This design comes from an exercise in tuning for small area, a short achievable clock period and few clock cycles per item on the open sky130 flow, not from production work. Only simulation tests tie the RTL to the original design; equivalence was not proved.

File: flow/config.mk
export PLATFORM = sky130hd
export DESIGN_NAME = conv_top
export DESIGN_NICKNAME = conv_top
export VERILOG_FILES = /design/flow/design.v
export SDC_FILE = /design/flow/constraint.sdc
export NUM_CORES = 4
export LEC_CHECK = 0
export CAP_MARGIN = 20
export CORE_MARGIN = 2
export CORE_UTILIZATION = 55
export CTS_CLUSTER_DIAMETER = 50
export CTS_CLUSTER_SIZE = 10
export SLEW_MARGIN = 20
File: flow/constraint.sdc
create_clock -name core_clock -period 12.5 [get_ports {clk}]
set_input_delay 2.5000 -clock core_clock [delete_from_list [all_inputs] [get_ports {clk}]]
set_output_delay 2.5000 -clock core_clock [all_outputs]
set_load 0.01 [all_outputs]
File: flow/design.v
`default_nettype none
package conv_pkg;
    localparam int PIX_W    = 20;    
    localparam int FRAC_W   = 16;
    localparam int ACC_W    = 40;    
    localparam int ADDR_W   = 12;    
    localparam int NUM_TAPS = 9;     
    typedef logic signed [PIX_W-1:0] pix_t;
    function automatic logic [PIX_W-1:0] kernel_w(input logic kernel, input logic [3:0] index);
        logic [PIX_W-1:0] w;
        case ({kernel, index})
            5'h00: w = 20'h0A89E;  5'h01: w = 20'h092D5;  5'h02: w = 20'h06D43;
            5'h03: w = 20'h01004;  5'h04: w = 20'hF8F71;  5'h05: w = 20'hF6E54;
            5'h06: w = 20'hFA6D7;  5'h07: w = 20'hFC834;  5'h08: w = 20'hFAC19;
            5'h10: w = 20'hFDB55;  5'h11: w = 20'h02992;  5'h12: w = 20'hFC994;
            5'h13: w = 20'h050FD;  5'h14: w = 20'h02F20;  5'h15: w = 20'h0202D;
            5'h16: w = 20'h03BD7;  5'h17: w = 20'hFD369;  5'h18: w = 20'h05E68;
            default: w = '0;
        endcase
        kernel_w = w;
    endfunction
    function automatic logic [PIX_W-1:0] kernel_bias(input logic kernel);
        kernel_bias = kernel ? 20'hF7295 : 20'h01310;
    endfunction
    localparam logic [2:0] SEL_NONE  = 3'd0;
    localparam logic [2:0] SEL_L0_K0 = 3'd1;    
    localparam logic [2:0] SEL_L0_K1 = 3'd2;
    localparam logic [2:0] SEL_L1_K0 = 3'd3;    
    localparam logic [2:0] SEL_L1_K1 = 3'd4;
    typedef struct packed {
        pix_t       pixel;    
        logic [3:0] index;    
        logic       valid;
        logic       first;    
        logic       last;     
    } tap_t;
    typedef struct packed {
        pix_t              data;
        logic [ADDR_W-1:0] waddr;
        logic              kernel;
        logic              valid;
    } pool_t;
endpackage
`default_nettype wire
`default_nettype none
module window_fetch
#(
    parameter int IMG_BITS = 6
) (
    input  wire               clk,
    input  wire               rst,
    input  wire               fetch_en,
    input  wire               next_centre,
    input  conv_pkg::pix_t         idata,
    output logic [conv_pkg::ADDR_W-1:0] iaddr,
    output conv_pkg::tap_t              tap,
    output logic              image_last
);
    localparam int OFF_W = IMG_BITS + 2;    
    localparam logic signed [OFF_W-1:0] OFF_M1 = '1;
    localparam logic signed [OFF_W-1:0] OFF_0  = '0;
    localparam logic signed [OFF_W-1:0] OFF_P1 = {{(OFF_W-1){1'b0}}, 1'b1};
    logic [2*IMG_BITS-1:0]   centre;     
    logic [3:0]              tap_cnt;
    logic                    running;    
    logic [IMG_BITS-1:0]     row;
    logic [IMG_BITS-1:0]     col;
    logic signed [OFF_W-1:0] row_off;
    logic signed [OFF_W-1:0] col_off;
    logic signed [OFF_W-1:0] nrow;
    logic signed [OFF_W-1:0] ncol;
    logic                    pad;
    assign row = centre[2*IMG_BITS-1 -: IMG_BITS];
    assign col = centre[IMG_BITS-1:0];
    always_comb begin
        case (tap_cnt)
            4'd0, 4'd1, 4'd2: row_off = OFF_M1;
            4'd3, 4'd4, 4'd5: row_off = OFF_0;
            default:          row_off = OFF_P1;
        endcase
        case (tap_cnt)
            4'd0, 4'd3, 4'd6: col_off = OFF_M1;
            4'd1, 4'd4, 4'd7: col_off = OFF_0;
            default:          col_off = OFF_P1;
        endcase
    end
    assign nrow = $signed({2'b00, row}) + row_off;
    assign ncol = $signed({2'b00, col}) + col_off;
    assign pad = nrow[OFF_W-1] | nrow[OFF_W-2] | ncol[OFF_W-1] | ncol[OFF_W-2];
    assign iaddr = pad ? '0 : conv_pkg::ADDR_W'({nrow[IMG_BITS-1:0], ncol[IMG_BITS-1:0]});
    always_comb begin
        tap.pixel = (fetch_en && !pad) ? idata : '0;
        tap.index = tap_cnt;
        tap.valid = fetch_en;
        tap.first = fetch_en && (tap_cnt == 4'd0);
        tap.last  = fetch_en && (tap_cnt == 4'(conv_pkg::NUM_TAPS - 1));
    end
    assign image_last = (centre == '1);
    always_ff @(posedge clk or posedge rst) begin
        if (rst) begin
            tap_cnt <= '0;
        end else if (next_centre) begin
            tap_cnt <= '0;
        end else if (fetch_en) begin
            tap_cnt <= (tap_cnt == 4'(conv_pkg::NUM_TAPS - 1)) ? '0 : tap_cnt + 4'd1;
        end
    end
    always_ff @(posedge clk or posedge rst) begin
        if (rst) begin
            centre  <= '0;
            running <= 1'b0;
        end else begin
            if (!running)
                centre <= '0;
            else if (next_centre)
                centre <= centre + 1'b1;    
            if (next_centre && image_last)
                running <= 1'b0;
            else if (fetch_en)
                running <= 1'b1;
        end
    end
endmodule
`default_nettype wire
`default_nettype none
module conv_mac
#(
    parameter int KERNEL_ID = 0
) (
    input  wire       clk,
    input  wire       rst,
    input  conv_pkg::tap_t tap,
    output conv_pkg::pix_t      result
);
    conv_pkg::pix_t                    weight;
    conv_pkg::pix_t                    bias;
    logic signed [conv_pkg::ACC_W-1:0] bias_ext;
    logic signed [conv_pkg::ACC_W-1:0] prod;
    logic signed [conv_pkg::ACC_W-1:0] acc;
    logic signed [conv_pkg::ACC_W-1:0] sum;
    assign weight = conv_pkg::kernel_w(1'(KERNEL_ID), tap.index);
    assign bias   = conv_pkg::kernel_bias(1'(KERNEL_ID));
    assign bias_ext = {{(conv_pkg::ACC_W-conv_pkg::PIX_W-conv_pkg::FRAC_W){bias[conv_pkg::PIX_W-1]}}, bias, {conv_pkg::FRAC_W{1'b0}}};
    assign prod = tap.pixel * weight;    
    assign sum = (tap.first ? '0 : acc) + prod + (tap.last ? bias_ext : '0);
    always_ff @(posedge clk or posedge rst) begin
        if (rst) begin
            acc    <= '0;
            result <= '0;
        end else if (tap.valid) begin
            acc <= sum;
            if (tap.last) begin
                result <= sum[conv_pkg::FRAC_W +: conv_pkg::PIX_W] + conv_pkg::PIX_W'(sum[conv_pkg::FRAC_W-1]);
            end
        end
    end
endmodule
`default_nettype wire
`default_nettype none
module max_pool
#(
    parameter int IMG_BITS = 6
) (
    input  wire               clk,
    input  wire               rst,
    input  wire               pool_en,
    input  conv_pkg::pix_t         cdata_rd,
    output logic [conv_pkg::ADDR_W-1:0] rd_addr,
    output logic              rd_kernel,
    output conv_pkg::pool_t             pool,
    output logic              pool_last
);
    localparam int HB = IMG_BITS - 1;    
    logic [2*HB-1:0] blk_idx;     
    logic [2:0]      rd_cnt;      
    logic            wr_phase;    
    logic            kern;
    conv_pkg::pix_t            max_q;
    logic [HB-1:0]   blk_row;
    logic [HB-1:0]   blk_col;
    assign blk_row = blk_idx[2*HB-1 -: HB];
    assign blk_col = blk_idx[HB-1:0];
    assign rd_addr   = conv_pkg::ADDR_W'({blk_row, rd_cnt[1], blk_col, rd_cnt[0]});
    assign rd_kernel = kern;
    always_comb begin
        pool.data   = max_q;
        pool.waddr  = conv_pkg::ADDR_W'(blk_idx);
        pool.kernel = kern;
        pool.valid  = pool_en && wr_phase;
    end
    assign pool_last = pool.valid && kern && (blk_idx == '1);
    always_ff @(posedge clk or posedge rst) begin
        if (rst) begin
            rd_cnt   <= '0;
            wr_phase <= 1'b0;
            kern     <= 1'b0;
            blk_idx  <= '0;
        end else if (!pool_en) begin
            rd_cnt   <= '0;    
            wr_phase <= 1'b0;
            kern     <= 1'b0;
            blk_idx  <= '0;
        end else if (wr_phase) begin
            wr_phase <= 1'b0;
            kern     <= ~kern;
            if (kern)
                blk_idx <= blk_idx + 1'b1;
        end else if (rd_cnt == 3'd3) begin
            rd_cnt   <= '0;
            wr_phase <= 1'b1;
        end else begin
            rd_cnt <= rd_cnt + 3'd1;
        end
    end
    always_ff @(posedge clk) begin
        if (pool_en && !wr_phase) begin
            if (rd_cnt == 3'd0 || cdata_rd > max_q)
                max_q <= cdata_rd;
        end
    end
endmodule
`default_nettype wire
`default_nettype none
module layer_ctrl
(
    input  wire               clk,
    input  wire               rst,
    input  wire               ready,
    input  conv_pkg::tap_t         tap,
    input  wire               image_last,
    input  conv_pkg::pix_t         k0_result,
    input  conv_pkg::pix_t         k1_result,
    input  conv_pkg::pool_t        pool,
    input  wire               pool_last,
    input  wire [conv_pkg::ADDR_W-1:0]  rd_addr,
    input  wire               rd_kernel,
    output logic              fetch_en,
    output logic              next_centre,
    output logic              pool_en,
    output logic              busy,
    output logic              cwr,
    output logic              crd,
    output logic [conv_pkg::ADDR_W-1:0] caddr_wr,
    output logic [conv_pkg::ADDR_W-1:0] caddr_rd,
    output conv_pkg::pix_t              cdata_wr,
    output logic [2:0]        csel
);
    typedef enum logic [2:0] {
        ST_IDLE,
        ST_FETCH,
        ST_WR_K0,
        ST_WR_K1,
        ST_POOL,
        ST_DONE
    } state_t;
    state_t            state;
    state_t            state_nxt;
    logic [conv_pkg::ADDR_W-1:0] wr_addr;    
    function automatic logic [conv_pkg::PIX_W-1:0] relu(input logic [conv_pkg::PIX_W-1:0] v);
        relu = v[conv_pkg::PIX_W-1] ? '0 : v;
    endfunction
    always_comb begin
        state_nxt = state;
        case (state)
            ST_IDLE:  if (ready) state_nxt = ST_FETCH;
            ST_FETCH: if (tap.last) state_nxt = ST_WR_K0;
            ST_WR_K0: state_nxt = ST_WR_K1;
            ST_WR_K1: state_nxt = image_last ? ST_POOL : ST_FETCH;
            ST_POOL:  if (pool_last) state_nxt = ST_DONE;
            ST_DONE:  state_nxt = ST_IDLE;
            default:  state_nxt = ST_IDLE;
        endcase
    end
    always_ff @(posedge clk or posedge rst) begin
        if (rst) begin
            state <= ST_IDLE;
            busy  <= 1'b0;
        end else begin
            state <= state_nxt;
            busy  <= (state_nxt != ST_IDLE) && (state_nxt != ST_DONE);
        end
    end
    always_ff @(posedge clk or posedge rst) begin
        if (rst)
            wr_addr <= '0;
        else if (state == ST_IDLE)
            wr_addr <= '0;
        else if (state == ST_WR_K1)
            wr_addr <= wr_addr + 1'b1;    
    end
    assign fetch_en    = (state == ST_FETCH);
    assign next_centre = (state == ST_WR_K1);
    assign pool_en     = (state == ST_POOL);
    always_comb begin
        cwr      = 1'b0;
        crd      = 1'b0;
        csel     = conv_pkg::SEL_NONE;
        caddr_wr = '0;
        caddr_rd = '0;
        cdata_wr = '0;
        case (state)
            ST_WR_K0: begin
                cwr      = 1'b1;
                csel     = conv_pkg::SEL_L0_K0;
                caddr_wr = wr_addr;
                cdata_wr = relu(k0_result);
            end
            ST_WR_K1: begin
                cwr      = 1'b1;
                csel     = conv_pkg::SEL_L0_K1;
                caddr_wr = wr_addr;
                cdata_wr = relu(k1_result);
            end
            ST_POOL: begin
                if (pool.valid) begin
                    cwr      = 1'b1;
                    csel     = pool.kernel ? conv_pkg::SEL_L1_K1 : conv_pkg::SEL_L1_K0;
                    caddr_wr = pool.waddr;
                    cdata_wr = pool.data;    
                end else begin
                    crd      = 1'b1;
                    csel     = rd_kernel ? conv_pkg::SEL_L0_K1 : conv_pkg::SEL_L0_K0;
                    caddr_rd = rd_addr;
                end
            end
            default: ;
        endcase
    end
endmodule
`default_nettype wire
`default_nettype none
module conv_top
#(
    parameter int IMG_BITS = 6    
) (
    input  wire               clk,
    input  wire               rst,
    input  wire               ready,
    input  conv_pkg::pix_t         idata,
    input  conv_pkg::pix_t         cdata_rd,
    output logic              busy,
    output logic              cwr,
    output logic              crd,
    output logic [conv_pkg::ADDR_W-1:0] iaddr,
    output logic [conv_pkg::ADDR_W-1:0] caddr_wr,
    output logic [conv_pkg::ADDR_W-1:0] caddr_rd,
    output conv_pkg::pix_t              cdata_wr,
    output logic [2:0]        csel
);
    conv_pkg::tap_t              tap;
    conv_pkg::pix_t              k0_result;
    conv_pkg::pix_t              k1_result;
    conv_pkg::pool_t             pool;
    logic              fetch_en;
    logic              next_centre;
    logic              image_last;
    logic              pool_en;
    logic              pool_last;
    logic              rd_kernel;
    logic [conv_pkg::ADDR_W-1:0] rd_addr;
    window_fetch #(
        .IMG_BITS (IMG_BITS)
    ) u_window_fetch (
        .clk         (clk),
        .rst         (rst),
        .fetch_en    (fetch_en),
        .next_centre (next_centre),
        .idata       (idata),
        .iaddr       (iaddr),
        .tap         (tap),
        .image_last  (image_last)
    );
    conv_mac #(
        .KERNEL_ID (0)
    ) u_mac_k0 (
        .clk    (clk),
        .rst    (rst),
        .tap    (tap),
        .result (k0_result)
    );
    conv_mac #(
        .KERNEL_ID (1)
    ) u_mac_k1 (
        .clk    (clk),
        .rst    (rst),
        .tap    (tap),
        .result (k1_result)
    );
    max_pool #(
        .IMG_BITS (IMG_BITS)
    ) u_max_pool (
        .clk       (clk),
        .rst       (rst),
        .pool_en   (pool_en),
        .cdata_rd  (cdata_rd),
        .rd_addr   (rd_addr),
        .rd_kernel (rd_kernel),
        .pool      (pool),
        .pool_last (pool_last)
    );
    layer_ctrl u_layer_ctrl (
        .clk         (clk),
        .rst         (rst),
        .ready       (ready),
        .tap         (tap),
        .image_last  (image_last),
        .k0_result   (k0_result),
        .k1_result   (k1_result),
        .pool        (pool),
        .pool_last   (pool_last),
        .rd_addr     (rd_addr),
        .rd_kernel   (rd_kernel),
        .fetch_en    (fetch_en),
        .next_centre (next_centre),
        .pool_en     (pool_en),
        .busy        (busy),
        .cwr         (cwr),
        .crd         (crd),
        .caddr_wr    (caddr_wr),
        .caddr_rd    (caddr_rd),
        .cdata_wr    (cdata_wr),
        .csel        (csel)
    );
endmodule
`default_nettype wire
File: flow/run.sh
#!/bin/bash
# synth_recipe.tcl (not shown) runs the flow's synth.tcl, then flattens the netlist and writes it again
# the make line also repeats each setting of config.mk as NAME=value (left out here)
make -C /OpenROAD-flow-scripts/flow DESIGN_CONFIG=/design/flow/config.mk WORK_HOME=/design/flow/orfs CLKGATE_MAP_FILE= SYNTH_SCRIPT=/design/flow/synth_recipe.tcl finish
==> run notes <==
outcome=timing/DRC/antenna clean; # placed instances=approximately 5,600; #FFs+latches synth=180; DP HPWL=around 100,000 µm; Synthesized Nets=between 5,000 and 6,000; final period utilization=roughly 95%; delay of the slowest critical-path stage=~0.56 ns; largest net degree at the start of global routing=between 70 and 80; dominant cell type by area after synthesis=fa_1; share of layout cells above drive strength 1=4.69%; Reg2Reg Setup Slack=approximately 0.64 ns; CTS buffer count=17; Synth Area per Inst=8.81 µm²; Clock Latency Late Sink=between 0.5 and 0.6 ns; sequential area share after synthesis=11.4%; Worst-path clk slew=approximately 0.090 ns; Starting Density=a little under three fifths; Hold WC Path Type=register to register; kind of critical path=register to register; first-pass iteration count of the detailed router=6; Die Area=about 76,000 µm²; htree depth=4; number of vias per cell=5.50; via count=between 30,000 and 40,000; initial antenna violation count=1; Rows=99; r2r endpoint=u_mac_k1.result[18]$_DFFE_PP0P_; Slowest cell on crit path=nand2_1; Post-DRT Antenna Nets=0; number of max-cap violations=0; Yosys top cell area share=41.8%; synthesized area=between 40,000 and 50,000 µm²; num ports=105; Overall Global Routing Usage=around 35%; Final setup viols=0; post-synthesis cell count=around 4,600; Synth Flop Type=dfrtp_1; Reg-to-Reg Start=u_window_fetch.tap_cnt[1]$_DFFE_PP0P_; clk_skew=between 0.02 and 0.025 ns; Setup TNS=0 ns; die height=275 µm; GR Overflow Total=0; CP max FO=52; commonest cells in the netlist=inv_1 (1,045), fa_1 (843), nand2_1 (743); # port buffers=~100; unrepaired setup endpoints after global routing=no; Synth Warn #=5; pre-CTS setup slack=0.408 ns; Relative slew margins=roughly a quarter; Least-Margin Pin Slew=~1.1 ns; GPL Wtd Cong=between 0.9 and 1; Worst Hold Path EP=u_mac_k0.acc[0]$_DFFE_PP0P_; clk sinks=180; Critical path buffers and inverters=7; crit-path most repeated cell=fa_1; first-pass GRT wire length=roughly 190,000 µm; vias in the first global route=32,200; Post-synth EDFFs=20; wirelength, routed=123,000 µm; fin nets=5,777; min-delay src=u_mac_k0.acc[0]$_DFFE_PP0P_; critical path's top delay family=adder cells; cts hold-fix bufs=0; post-synth cell types=102; Area Growth Syn to Fin=7.28%; Register-to-Register Path Depth=37; CP required=approximately 13 ns; fin worst setup slack=around 0.64 ns; ant diodes=0; Hold Vio Cnt, Final=0; TritonCTS clock tree=done; worst setup path startpoint=u_window_fetch.tap_cnt[1]$_DFFE_PP0P_; DRC=0; min Tclk post-route=between 10 and 15 ns; max-slew violations=0; Util after Layout=between 50 and 60%; clk root buf=clkbuf_16; crit start category=register; CP arrival=around 12 ns; count leader, synth=inv_1; DIE WIDTH=~270 µm; post-route insts no fill=5,585; DR WL/cell=between 20 and 25 µm; CORE AREA=between 70,000 and 80,000 µm²; ranking of synthesized cells by area=fa_1 (42%), dfrtp_1 (9.9%), inv_1 (9.7%), ha_1 (8.6%), nand2_1 (6.9%); hold depth=2; worst-case clock buffer depth=2; Iteration-0 DRC Markers=between 2,000 and 3,000; Crit. End Element=register; Post-synth ARST share=88.9%; Max Fclk=around 0.084 GHz
[through the flow]
stage / instance area, µm² / hold WS (ns)
after floorplan: 40400 / 0.437
final: 43300 / 0.475
after global placement: 42700 / 0.449
after detailed placement: 42700 / 0.456
after global routing: 43300 / 0.499
after CTS: 43300 / 0.480
[final cells by class]
cell class,count,area (µm²)
fillers,6701,29500
well taps,959,1200
clock buffers,18,429
flip-flops and latches,180,4600
multi-input cells,3164,31200
clock inverters,14,163
repair buffers,202,1800
inverters,1048,3940
[kinds of logic (layout without fill, tap and decap cells)]
family	Yosys count	count (layout)	share of synthesized area, %
AO/OA/AOI/OAI	434	434	7.32
flip-flops	180	180	11.4
XOR/XNOR	170	170	3.71
adder cells (fa/ha/maj)	1121	1121	50.4
multiplexers	12	12	0.319
buffers and inverters	1240	1282	11.6
AND/OR/NAND/NOR	1427	1427	15.2
[worst reg2reg max path: cells and delay by family (launching register included)]
family	cells	cell delay, ns
DFF	1	0.39
xor gates and xnor gates	2	0.37
AOI/OAI and AO/OA	8	2.31
buffers and inverters	7	0.92
adders and majority gates	12	5.14
and+or+nand+nor	8	2.57
[per-layer routing]
metal / track usage, % / vias to the layer above / part of all wire, %
li1: - / 13800 / -
met1: 46.9 / 15600 / 41
met2: 54.6 / 1147 / 47
met3: 6.87 / 250 / 7.8
met4: 14.1 / 2 / 4.6
met5: 0 / - / 0.011
[registers in the layout, indices dropped and copies added (netlist names)]
register / flops
u_mac_k0.result: 20
u_layer_ctrl.state: 3
u_max_pool.wr_phase: 1
u_layer_ctrl.busy: 1
u_max_pool.max_q: 20
u_window_fetch.centre: 12
u_mac_k1.result: 20
u_window_fetch.tap_cnt: 4
u_layer_ctrl.wr_addr: 12
u_max_pool.blk_idx: 10
u_window_fetch.running: 1
u_max_pool.kern: 1
u_mac_k1.acc: 36
u_mac_k0.acc: 36
u_max_pool.rd_cnt: 3
[cell usage in the layout, fill, tap and decap left out, types with 33 or more instances in the layout]
| cell | n |
|---|---|
| ha_1 | 278 |
| o21ai_0 | 128 |
| dfrtp_1 | 160 |
| clkdlybuf4s50_1 | 104 |
| inv_1 | 1044 |
| nand3_1 | 37 |
| nor2_1 | 393 |
| nand2_1 | 742 |
| buf_4 | 96 |
| xor2_1 | 55 |
| a21o_1 | 33 |
| fa_1 | 843 |
| a21oi_1 | 97 |
| xnor2_1 | 114 |
| and2_1 | 69 |
[worst max path at each step]
stage	endpoint	slack (ns)	cells after the start
2_1_floorplan	u_mac_k1.result[13]$_DFFE_PP0P_	1.37	38
3_3_place_gp	u_mac_k1.result[17]$_DFFE_PP0P_	0.26	35
3_5_place_dp	u_mac_k0.result[18]$_DFFE_PP0P_	0.41	42
4_1_cts	u_mac_k1.result[18]$_DFFE_PP0P_	0.34	36
5_1_grt	u_mac_k0.result[18]$_DFFE_PP0P_	0.12	43
6_report	u_mac_k1.result[18]$_DFFE_PP0P_	0.64	37
[what timing repair did]
action	in CTS	in global routing
hold endpoints to repair	0	0
setup endpoints to repair	0	22
buffers inserted	0	0
gates resized for setup	0	5
Testbench counts, summed over its fixed seeds: cycles 663,572, images 12.

static timing again, ports no longer ideal:
The flow's constraints put no driver on any port. The routed layout listed below was extracted and timed again, unchanged, in two steps. Step 1 (the two cells are an assumption about what drives the block):
set clk [get_ports {clk}]
set_driving_cell -lib_cell sky130_fd_sc_hd__clkbuf_16 $clk
set_driving_cell -lib_cell sky130_fd_sc_hd__buf_2 [delete_from_list [all_inputs] $clk]
Step 2 also shifts input and output timing later by t, the mid clock arrival at the registers, as if the neighbouring blocks saw the same clock. Three values: ideal, step 1, step 2; two values: the first two.
t (ns): 0.579
slack for setup (ns): 0.639 / 0.639 / 0.639
worst setup path after step 2: register to register
latest minus earliest clock arrival (ns): 0.023 / 0.023
pins driven straight from the clock port: 1
After both steps this run still meets setup and hold. For this run, drivers alone change the setup slack by 0.000 ns; drivers and shift together by 0.000 ns.
